This design comes from an exercise in tuning for small area, a short achievable clock period and few clock cycles on the open sky130 flow, not from production work. Function was checked by simulation only, so behaviour that the tests miss may differ from the original. Power is estimated from default activity; no workload was simulated.

===== design/flow/config.mk =====
export PLATFORM = sky130hd
export DESIGN_NAME = sha256_top
export DESIGN_NICKNAME = sha256_top
export VERILOG_FILES = /design/flow/design.v
export SDC_FILE = /design/flow/constraint.sdc
export NUM_CORES = 4
export LEC_CHECK = 0
export CAP_MARGIN = 20
export CORE_MARGIN = 2
export CORE_UTILIZATION = 40
export SLEW_MARGIN = 20

===== design/flow/constraint.sdc =====
create_clock -name core_clock -period 10.0 [get_ports {clock}]
set_input_delay 2.0000 -clock core_clock [delete_from_list [all_inputs] [get_ports {clock}]]
set_output_delay 2.0000 -clock core_clock [all_outputs]
set_load 0.01 [all_outputs]

===== design/flow/design.v =====
package sha256_pkg;
    localparam int WORD_BITS     = 32;
    localparam int MAX_MSG_BYTES = 55;   
    localparam int MSG_ADDR_BITS = 6;
    localparam int NUM_ROUNDS    = 64;
    localparam int K_ADDR_BITS   = 6;
    localparam int NUM_H         = 8;
    localparam int H_ADDR_BITS   = 3;
    localparam int STATE_BITS    = NUM_H * WORD_BITS;   
    localparam int BLOCK_BYTES   = 64;
    localparam int SCHED_WORDS   = 16;
    typedef union packed {
        logic [0:BLOCK_BYTES-1][7:0]           bytes;
        logic [0:SCHED_WORDS-1][WORD_BITS-1:0] words;
    } msg_block_t;
endpackage
`timescale 1ns/1ps
module msg_padder (
    input  logic                                  clock,
    input  logic                                  reset,
    input  logic                                  go,
    input  logic [sha256_pkg::MSG_ADDR_BITS-1:0]  msg_length,
    input  logic [7:0]                            msg_data,
    input  logic                                  finish,
    output logic [sha256_pkg::MSG_ADDR_BITS-1:0]  msg_address,
    output logic                                  msg_enable,
    output sha256_pkg::msg_block_t                block,
    output logic                                  block_ready
);
    logic                                  idle;
    logic [sha256_pkg::MSG_ADDR_BITS-1:0]  len;
    logic                                  byte_valid;   
    logic [sha256_pkg::MSG_ADDR_BITS-1:0]  byte_addr;    
    always_ff @(posedge clock)
    begin
        if (reset)
        begin
            idle        <= 1'b1;
            msg_enable  <= 1'b0;
            msg_address <= '0;
            byte_valid  <= 1'b0;
            block_ready <= 1'b0;
        end
        else
        begin
            byte_valid <= msg_enable;
            if (go && idle)
            begin
                idle        <= 1'b0;
                msg_enable  <= (msg_length != '0);   
                msg_address <= '0;
                block_ready <= 1'b0;
            end
            else
            begin
                if (finish)
                    idle <= 1'b1;
                if (msg_enable)
                begin
                    if (msg_address == len - 1'b1)
                        msg_enable <= 1'b0;
                    else
                        msg_address <= msg_address + 1'b1;
                end
                if (!idle && !msg_enable)
                    block_ready <= 1'b1;
            end
        end
    end
    always_ff @(posedge clock)
    begin
        byte_addr <= msg_address;
        if (go && idle)
        begin
            len                      <= msg_length;
            block                    <= '0;
            block.bytes[msg_length]  <= 8'h80;   
            {block.bytes[sha256_pkg::BLOCK_BYTES-2], block.bytes[sha256_pkg::BLOCK_BYTES-1]}
                <= 16'({msg_length, 3'b000});   
        end
        else if (byte_valid)
            block.bytes[byte_addr] <= msg_data;
    end
endmodule
`timescale 1ns/1ps
module hash_loader (
    input  logic                                clock,
    input  logic                                reset,
    input  logic                                go,
    input  logic [sha256_pkg::WORD_BITS-1:0]    hmem_data,
    input  logic                                finish,
    output logic [sha256_pkg::H_ADDR_BITS-1:0]  hmem_address,
    output logic                                hmem_enable,
    output logic [sha256_pkg::STATE_BITS-1:0]   init_state,
    output logic                                state_ready
);
    logic                                idle;
    logic                                cap_valid;
    logic [sha256_pkg::H_ADDR_BITS-1:0]  cap_slot;   
    always_ff @(posedge clock)
    begin
        if (reset)
        begin
            idle         <= 1'b1;
            hmem_enable  <= 1'b0;
            hmem_address <= '0;
            cap_valid    <= 1'b0;
            state_ready  <= 1'b0;
        end
        else
        begin
            cap_valid <= hmem_enable;
            if (go && idle)
            begin
                idle         <= 1'b0;
                hmem_enable  <= 1'b1;
                hmem_address <= '0;
                state_ready  <= 1'b0;
            end
            else
            begin
                if (finish)
                    idle <= 1'b1;
                if (hmem_enable)
                begin
                    if (int'(hmem_address) == sha256_pkg::NUM_H - 1)
                        hmem_enable <= 1'b0;
                    else
                        hmem_address <= hmem_address + 1'b1;
                end
                if (cap_valid && int'(cap_slot) == sha256_pkg::NUM_H - 1)
                    state_ready <= 1'b1;   
            end
        end
    end
    always_ff @(posedge clock)
    begin
        cap_slot <= hmem_address;
        if (cap_valid)
            init_state[(sha256_pkg::NUM_H - 1 - int'(cap_slot)) * sha256_pkg::WORD_BITS
                       +: sha256_pkg::WORD_BITS] <= hmem_data;
    end
endmodule
`timescale 1ns/1ps
module msg_schedule (
    input  logic                                clock,
    input  logic                                reset,
    input  logic                                block_ready,
    input  logic                                state_ready,
    input  sha256_pkg::msg_block_t              block,
    input  logic [sha256_pkg::WORD_BITS-1:0]    kmem_data,
    output logic [sha256_pkg::K_ADDR_BITS-1:0]  kmem_address,
    output logic                                kmem_enable,
    output logic                                round_valid,
    output logic                                last_round,
    output logic [sha256_pkg::WORD_BITS-1:0]    w_word,
    output logic [sha256_pkg::WORD_BITS-1:0]    k_word
);
    logic                                                          both_q;
    logic                                                          start;
    logic                                                          at_last;
    logic [0:sha256_pkg::SCHED_WORDS-1][sha256_pkg::WORD_BITS-1:0] win;   
    logic [sha256_pkg::WORD_BITS-1:0]                              s0;
    logic [sha256_pkg::WORD_BITS-1:0]                              s1;
    logic [sha256_pkg::WORD_BITS-1:0]                              w_next;
    assign start   = block_ready && state_ready && !both_q;   
    assign at_last = (int'(kmem_address) == sha256_pkg::NUM_ROUNDS - 1);
    assign k_word  = kmem_data;   
    always_comb
    begin
        s0     = {win[1][6:0], win[1][31:7]} ^ {win[1][17:0], win[1][31:18]} ^ (win[1] >> 3);
        s1     = {win[14][16:0], win[14][31:17]} ^ {win[14][18:0], win[14][31:19]}
                 ^ (win[14] >> 10);
        w_next = win[0] + s0 + win[9] + s1;
    end
    always_ff @(posedge clock)
    begin
        if (reset)
        begin
            both_q       <= 1'b0;
            kmem_enable  <= 1'b0;
            kmem_address <= '0;
            round_valid  <= 1'b0;
            last_round   <= 1'b0;
        end
        else
        begin
            both_q      <= block_ready && state_ready;
            round_valid <= kmem_enable;   
            last_round  <= kmem_enable && at_last;
            if (start)
            begin
                kmem_enable  <= 1'b1;
                kmem_address <= '0;
            end
            else if (kmem_enable)
            begin
                if (at_last)
                    kmem_enable <= 1'b0;
                else
                    kmem_address <= kmem_address + 1'b1;
            end
        end
    end
    always_ff @(posedge clock)
    begin
        if (start)
            win <= block.words;
        else if (kmem_enable)
            win <= {win[1:sha256_pkg::SCHED_WORDS-1], w_next};   
        w_word <= win[0];
    end
endmodule
`timescale 1ns/1ps
module compress_round (
    input  logic                               clock,
    input  logic                               reset,
    input  logic                               round_valid,
    input  logic                               last_round,
    input  logic [sha256_pkg::WORD_BITS-1:0]   w_word,
    input  logic [sha256_pkg::WORD_BITS-1:0]   k_word,
    input  logic [sha256_pkg::STATE_BITS-1:0]  init_state,
    output logic [sha256_pkg::STATE_BITS-1:0]  digest,
    output logic                               digest_valid
);
    logic                               running;   
    logic [sha256_pkg::STATE_BITS-1:0]  work;      
    logic [sha256_pkg::WORD_BITS-1:0]   a, b, c, d, e, f, g, h;
    logic [sha256_pkg::WORD_BITS-1:0]   sum0;
    logic [sha256_pkg::WORD_BITS-1:0]   sum1;
    logic [sha256_pkg::WORD_BITS-1:0]   ch;
    logic [sha256_pkg::WORD_BITS-1:0]   maj;
    logic [sha256_pkg::WORD_BITS-1:0]   t1;
    logic [sha256_pkg::WORD_BITS-1:0]   t2;
    assign {a, b, c, d, e, f, g, h} = running ? work : init_state;
    always_comb
    begin
        sum0 = {a[1:0], a[31:2]} ^ {a[12:0], a[31:13]} ^ {a[21:0], a[31:22]};
        sum1 = {e[5:0], e[31:6]} ^ {e[10:0], e[31:11]} ^ {e[24:0], e[31:25]};
        ch   = (e & f) ^ (~e & g);
        maj  = (a & b) ^ (a & c) ^ (b & c);
        t1   = h + sum1 + ch + k_word + w_word;
        t2   = sum0 + maj;
    end
    always_ff @(posedge clock)
    begin
        if (reset)
        begin
            running      <= 1'b0;
            digest_valid <= 1'b0;
        end
        else
        begin
            digest_valid <= round_valid && last_round;
            if (round_valid)
                running <= !last_round;
        end
    end
    always_ff @(posedge clock)
    begin
        if (round_valid)
            work <= {t1 + t2, a, b, c, d + t1, e, f, g};
    end
    always_comb
    begin
        for (int i = 0; i < sha256_pkg::NUM_H; i++)
            digest[i*sha256_pkg::WORD_BITS +: sha256_pkg::WORD_BITS] =
                work[i*sha256_pkg::WORD_BITS +: sha256_pkg::WORD_BITS]
                + init_state[i*sha256_pkg::WORD_BITS +: sha256_pkg::WORD_BITS];
    end
endmodule
`timescale 1ns/1ps
module digest_writer (
    input  logic                                clock,
    input  logic                                reset,
    input  logic                                digest_valid,
    input  logic [sha256_pkg::STATE_BITS-1:0]   digest,
    output logic [sha256_pkg::H_ADDR_BITS-1:0]  dom_address,
    output logic [sha256_pkg::WORD_BITS-1:0]    dom_data,
    output logic                                dom_enable,
    output logic                                dom_write,
    output logic                                finish
);
    logic [sha256_pkg::STATE_BITS-1:0]  held;   
    logic                               at_last;
    assign at_last = (int'(dom_address) == sha256_pkg::NUM_H - 1);
    always_ff @(posedge clock)
    begin
        if (reset)
        begin
            dom_enable  <= 1'b0;
            dom_write   <= 1'b0;
            dom_address <= '0;
            finish      <= 1'b0;
        end
        else
        begin
            finish <= dom_enable && at_last;   
            if (digest_valid)
            begin
                dom_enable  <= 1'b1;
                dom_write   <= 1'b1;
                dom_address <= '0;
            end
            else if (dom_enable)
            begin
                if (at_last)
                begin
                    dom_enable <= 1'b0;
                    dom_write  <= 1'b0;
                end
                else
                    dom_address <= dom_address + 1'b1;
            end
        end
    end
    always_ff @(posedge clock)
    begin
        if (digest_valid)
        begin
            dom_data <= digest[sha256_pkg::STATE_BITS-1 -: sha256_pkg::WORD_BITS];
            held     <= digest << sha256_pkg::WORD_BITS;
        end
        else if (dom_enable)
        begin
            dom_data <= held[sha256_pkg::STATE_BITS-1 -: sha256_pkg::WORD_BITS];
            held     <= held << sha256_pkg::WORD_BITS;
        end
    end
endmodule
`timescale 1ns/1ps
module sha256_top (
    input  logic                                  clock,
    input  logic                                  reset,
    input  logic                                  go,
    input  logic [sha256_pkg::MSG_ADDR_BITS-1:0]  msg_length,
    output logic                                  finish,
    output logic [sha256_pkg::MSG_ADDR_BITS-1:0]  msg_address,
    output logic                                  msg_enable,
    input  logic [7:0]                            msg_data,
    output logic [sha256_pkg::K_ADDR_BITS-1:0]    kmem_address,
    output logic                                  kmem_enable,
    input  logic [sha256_pkg::WORD_BITS-1:0]      kmem_data,
    output logic [sha256_pkg::H_ADDR_BITS-1:0]    hmem_address,
    output logic                                  hmem_enable,
    input  logic [sha256_pkg::WORD_BITS-1:0]      hmem_data,
    output logic [sha256_pkg::H_ADDR_BITS-1:0]    dom_address,
    output logic [sha256_pkg::WORD_BITS-1:0]      dom_data,
    output logic                                  dom_enable,
    output logic                                  dom_write
);
    sha256_pkg::msg_block_t                block;
    logic                                  block_ready;
    logic [sha256_pkg::STATE_BITS-1:0]     init_state;
    logic                                  state_ready;
    logic                                  round_valid;
    logic                                  last_round;
    logic [sha256_pkg::WORD_BITS-1:0]      w_word;
    logic [sha256_pkg::WORD_BITS-1:0]      k_word;
    logic [sha256_pkg::STATE_BITS-1:0]     digest;
    logic                                  digest_valid;
    msg_padder u_padder (
        .clock       (clock),
        .reset       (reset),
        .go          (go),
        .msg_length  (msg_length),
        .msg_data    (msg_data),
        .finish      (finish),
        .msg_address (msg_address),
        .msg_enable  (msg_enable),
        .block       (block),
        .block_ready (block_ready)
    );
    hash_loader u_loader (
        .clock        (clock),
        .reset        (reset),
        .go           (go),
        .hmem_data    (hmem_data),
        .finish       (finish),
        .hmem_address (hmem_address),
        .hmem_enable  (hmem_enable),
        .init_state   (init_state),
        .state_ready  (state_ready)
    );
    msg_schedule u_schedule (
        .clock        (clock),
        .reset        (reset),
        .block_ready  (block_ready),
        .state_ready  (state_ready),
        .block        (block),
        .kmem_data    (kmem_data),
        .kmem_address (kmem_address),
        .kmem_enable  (kmem_enable),
        .round_valid  (round_valid),
        .last_round   (last_round),
        .w_word       (w_word),
        .k_word       (k_word)
    );
    compress_round u_rounds (
        .clock        (clock),
        .reset        (reset),
        .round_valid  (round_valid),
        .last_round   (last_round),
        .w_word       (w_word),
        .k_word       (k_word),
        .init_state   (init_state),
        .digest       (digest),
        .digest_valid (digest_valid)
    );
    digest_writer u_writer (
        .clock        (clock),
        .reset        (reset),
        .digest_valid (digest_valid),
        .digest       (digest),
        .dom_address  (dom_address),
        .dom_data     (dom_data),
        .dom_enable   (dom_enable),
        .dom_write    (dom_write),
        .finish       (finish)
    );
endmodule

===== design/flow/run.sh =====
#!/bin/bash
# synth_recipe.tcl (not shown) runs the flow's synth.tcl, then flattens the netlist and writes it again
# the make line also repeats each setting of config.mk as NAME=value (left out here)
make -C /OpenROAD-flow-scripts/flow DESIGN_CONFIG=/design/flow/config.mk WORK_HOME=/design/flow/orfs CLKGATE_MAP_FILE= SYNTH_SCRIPT=/design/flow/synth_recipe.tcl finish

==> impl_metrics.toml <==
[layout]
mostFrequentLayoutCell = "nand2_1"
final_cell_mix = "1795 x nand2_1, 1788 x edfxtp_1, 700 x nor2_1"
area_delta_synth_final_pct = 11.8
finish.instance_area_um2 = 117000
drive_above_1_share_pct = 9.32
diodes = 0
n_fill_cell = 23537
fin_nets = 9966

[placement]
gp_congestion = 0.977
dp_hpwl_mm = 213
postPlaceCellArea_um2 = 110000
io_buffers = 136

[clock_tree]
htree_num_levels = 4
clk_latency_ps = 900
numCtsBuffers = 210
postCtsSetupBuffers = 0
clk_path_buf_depth = 3
cts-resized-gates = 0
cts_tree = "built"
cts_root_buf = "clkbuf_16"
clkTransAtPathRegs_ps = 60
cts_hold_buffers = 0
tritoncts_num_sinks = 1874

[synth]
async_flop_share_pct = 0
synth-seq-cells = 1874
dominantRegCellSynth = "edfxtp_1"
synth_fp_nets = 9886
ys_warn_count = 5
syn_area_um2 = 104000
syn_area_per_cell_um2 = 11.3
synth.area.top_cells = "edfxtp_1 51%, nand2_1 6.5%, mux2i_1 5.6%, ha_1 4.7%, xnor2_1 3.9%"
post_synth_num_cell_types = 85
synth_area_leader_cell = "edfxtp_1"
netlist.area_leader.share_pct = 51.4
synth_edf_count = 1788
ys_seq_area_share_pct = 53.1
postSynthCellCount = 9228

[sta]
final.period_utilization_pct = 90.5
hold_viol = 0
slew_headroom_pct = 7.86
maxSlewViolCount = 0
clock-skew-final_ps = 88.7
setup_tns_ps = 0
max_freq_mhz = 111
min_period_ps = 9050
setup_viol = 0
rsz0062_at_grt = "no"
tightest_slew_ps = 1380

[power]
power_mw = 22.9
power_density_nw_per_um2 = 196
leakage_nw = 46.5
max-vdd-ir-drop_mv = 0.173

[global_route]
grt_use_total_pct = 23.1
grt_pass1_wl_mm = 465
grt_max_degree = 219
antenna_found_initial = 4
overflow = 0
grt_pass1_vias = 71859

[drt]
firstDrtPassIters = 6
drtIter0Drc = 6976
vias = 72697
ant_nets = 0
detail_route.vias_per_cell = 5.64
wirelength_mm = 312
wire_per_inst_um = 24.2
drc_errors = 0

[worst_setup_path]
startpoint_type = "input pin"
worst-path-buf-inv = 5
cp.required_ps = 10680
crit_type = "in -> reg"
arrival_ps = 9730
crit_path_frequent_cell = "fa_1"
cp_max_fo = 4
endpoint_kind = "register"
cp_top_family = "adder cells"
crit_path_start = "kmem_data[1]"
rr_startpoint = "u_rounds.running"
crit_slowest_cell = "or4b_2"
cpPeakStageDelay_ps = 630

[floorplanning]
core_um2 = 259000
ios = 137
die-area_um2 = 265000
rows = 187
die_h_um = 515
start_util_pct = 40.2
fp.dieW_um = 515

[min_path]
hold_class = "reg -> reg"
hold_start = "u_loader.hmem_address[1]"

[run_status]
status = "complete, no violations"

[flow_run]
drv_cap = 0
## layout make-up
cell class | count | area (um2) | area share [%]
clock buffers | 280 | 5680 | 4.87
clock inverters | 115 | 1180 | 1.01
inverters | 391 | 1470 | 1.26
multi-input cells | 6548 | 46100 | 39.5
flip-flops and latches | 1874 | 55400 | 47.5
well taps | 3402 | 4260 | 3.65
repair buffers | 283 | 2590 | 2.22
## metrics by stage
step | utilization, % | worst slack, ps | instances | hold slack (ps)
final | 45.0 | 950 | 12893 | 399
after detailed placement | 42.3 | 231 | 12496 | 394
after global routing | 45.0 | 618 | 12893 | 411
after floorplan | - | 885 | 9228 | 355
after global placement | 42.3 | 229 | 12494 | 389
after CTS | 45.0 | 1090 | 12891 | 403
## path summary, 6_finish.rpt
| path | cells after the start | endpoint | slack [ps] |
|---|---|---|---|
| hold reg to reg | 0 | u_loader.cap_slot[1] | 400 |
| hold / removal | 0 | u_loader.cap_slot[1] | 400 |
| setup reg to reg | 32 | u_rounds.work[254] | 1060 |
| setup / recovery | 29 | u_rounds.work[254] | 950 |
## power breakdown
group | internal [mW] | switching (mW)
clock network | 4.32 | 3.45
registers | 9.08 | 0.127
logic | 2.38 | 3.52
## cells in the mapped netlist, drive strengths merged, types with 8 or more instances
cell type / count
a211o: 11
a211oi: 35
a21boi: 19
a21o: 181
a21oi: 323
a221oi: 9
a22o: 257
a31o: 13
a31oi: 25
a41oi: 8
and2: 29
and3: 44
buf: 40
clkbuf: 375
dfxtp: 86
edfxtp: 1788
fa: 189
ha: 388
inv: 391
maj3: 22
mux2: 341
mux2i: 584
nand2: 1798
nand2b: 62
nand3: 134
nand4: 25
nor2: 712
nor2b: 94
nor3: 72
o211ai: 15
o21a: 69
o21ai: 178
o21bai: 39
o22ai: 71
o31ai: 31
or2: 19
or3: 25
xnor2: 464
xor2: 132
## sequential cells by signal (all words and copies together), names as in the netlist, 3 cells and up
signal / cells
u_schedule.w_word: 32
u_loader.hmem_address: 3
u_schedule.kmem_address: 6
u_loader.init_state: 256
u_padder.byte_addr: 6
u_writer.held: 224
u_schedule.win: 512
u_loader.cap_slot: 3
u_padder.block: 512
u_padder.len: 6
u_rounds.work: 256
u_writer.dom_address: 3
u_padder.msg_address: 6
u_writer.dom_data: 32
## worst reg2reg max path: cells and delay by family, from the launching register on
kind / cells / cell delay, ps
adder cells (fa/ha/maj): 7 / 2790
flip-flops: 1 / 590
AO/OA/AOI/OAI: 12 / 2620
buffers and inverters: 6 / 760
XOR/XNOR: 1 / 270
AND/OR/NAND/NOR: 4 / 1140
multiplexers: 2 / 600
## logic make-up (layout without fill, tap and decap cells)
| kind of cell | after synthesis | count (layout) | share of synthesized area [%] |
|---|---|---|---|
| simple gates | 3054 | 3054 | 12.1 |
| flops | 1874 | 1874 | 53.1 |
| compound gates | 1373 | 1373 | 9.11 |
| mux | 925 | 925 | 9.28 |
| buf+inv | 806 | 1069 | 2.90 |
| fa+ha+maj | 599 | 599 | 8.49 |
| xor+xnor | 597 | 597 | 5.02 |
## per-layer routing
metal  up-vias  share of wire (%)  GRT usage, %
li1      33007                  -             -
met1     36440                 43          31.5
met2      2705                 46          37.2
met3       545                6.1          2.98
met4         0                4.4          9.22
met5         -                  0             0
Testbench counts, summed over its fixed seeds: cycles 33,719.

==> afterwards: timing with drivers on the ports <==
How much do the figures lean on ideal ports? The routed layout below was timed once more, with nothing changed but the port constraints. Step 1 sets driving cells, clkbuf_16 on the clock port and buf_2 on the other inputs (assumed; they add their load-dependent delay and slew). Step 2, shift: input delay + t, output delay - t, t = (earliest + latest rising clock arrival at the registers) / 2. This alone moves slack from input paths to output paths. a / b / c = ideal / step 1 / step 2; a / b = the first two.
t, ns: 0.955
setup slack, ns: 0.950 / 1.018 / 0.064
latest minus earliest clock arrival (ns): 0.099 / 0.099
worst data-port slew with drivers (ns): 0.04
After both steps this run still meets setup and hold. For this run, drivers alone change the setup slack by +0.068 ns; drivers and shift together by -0.886 ns.
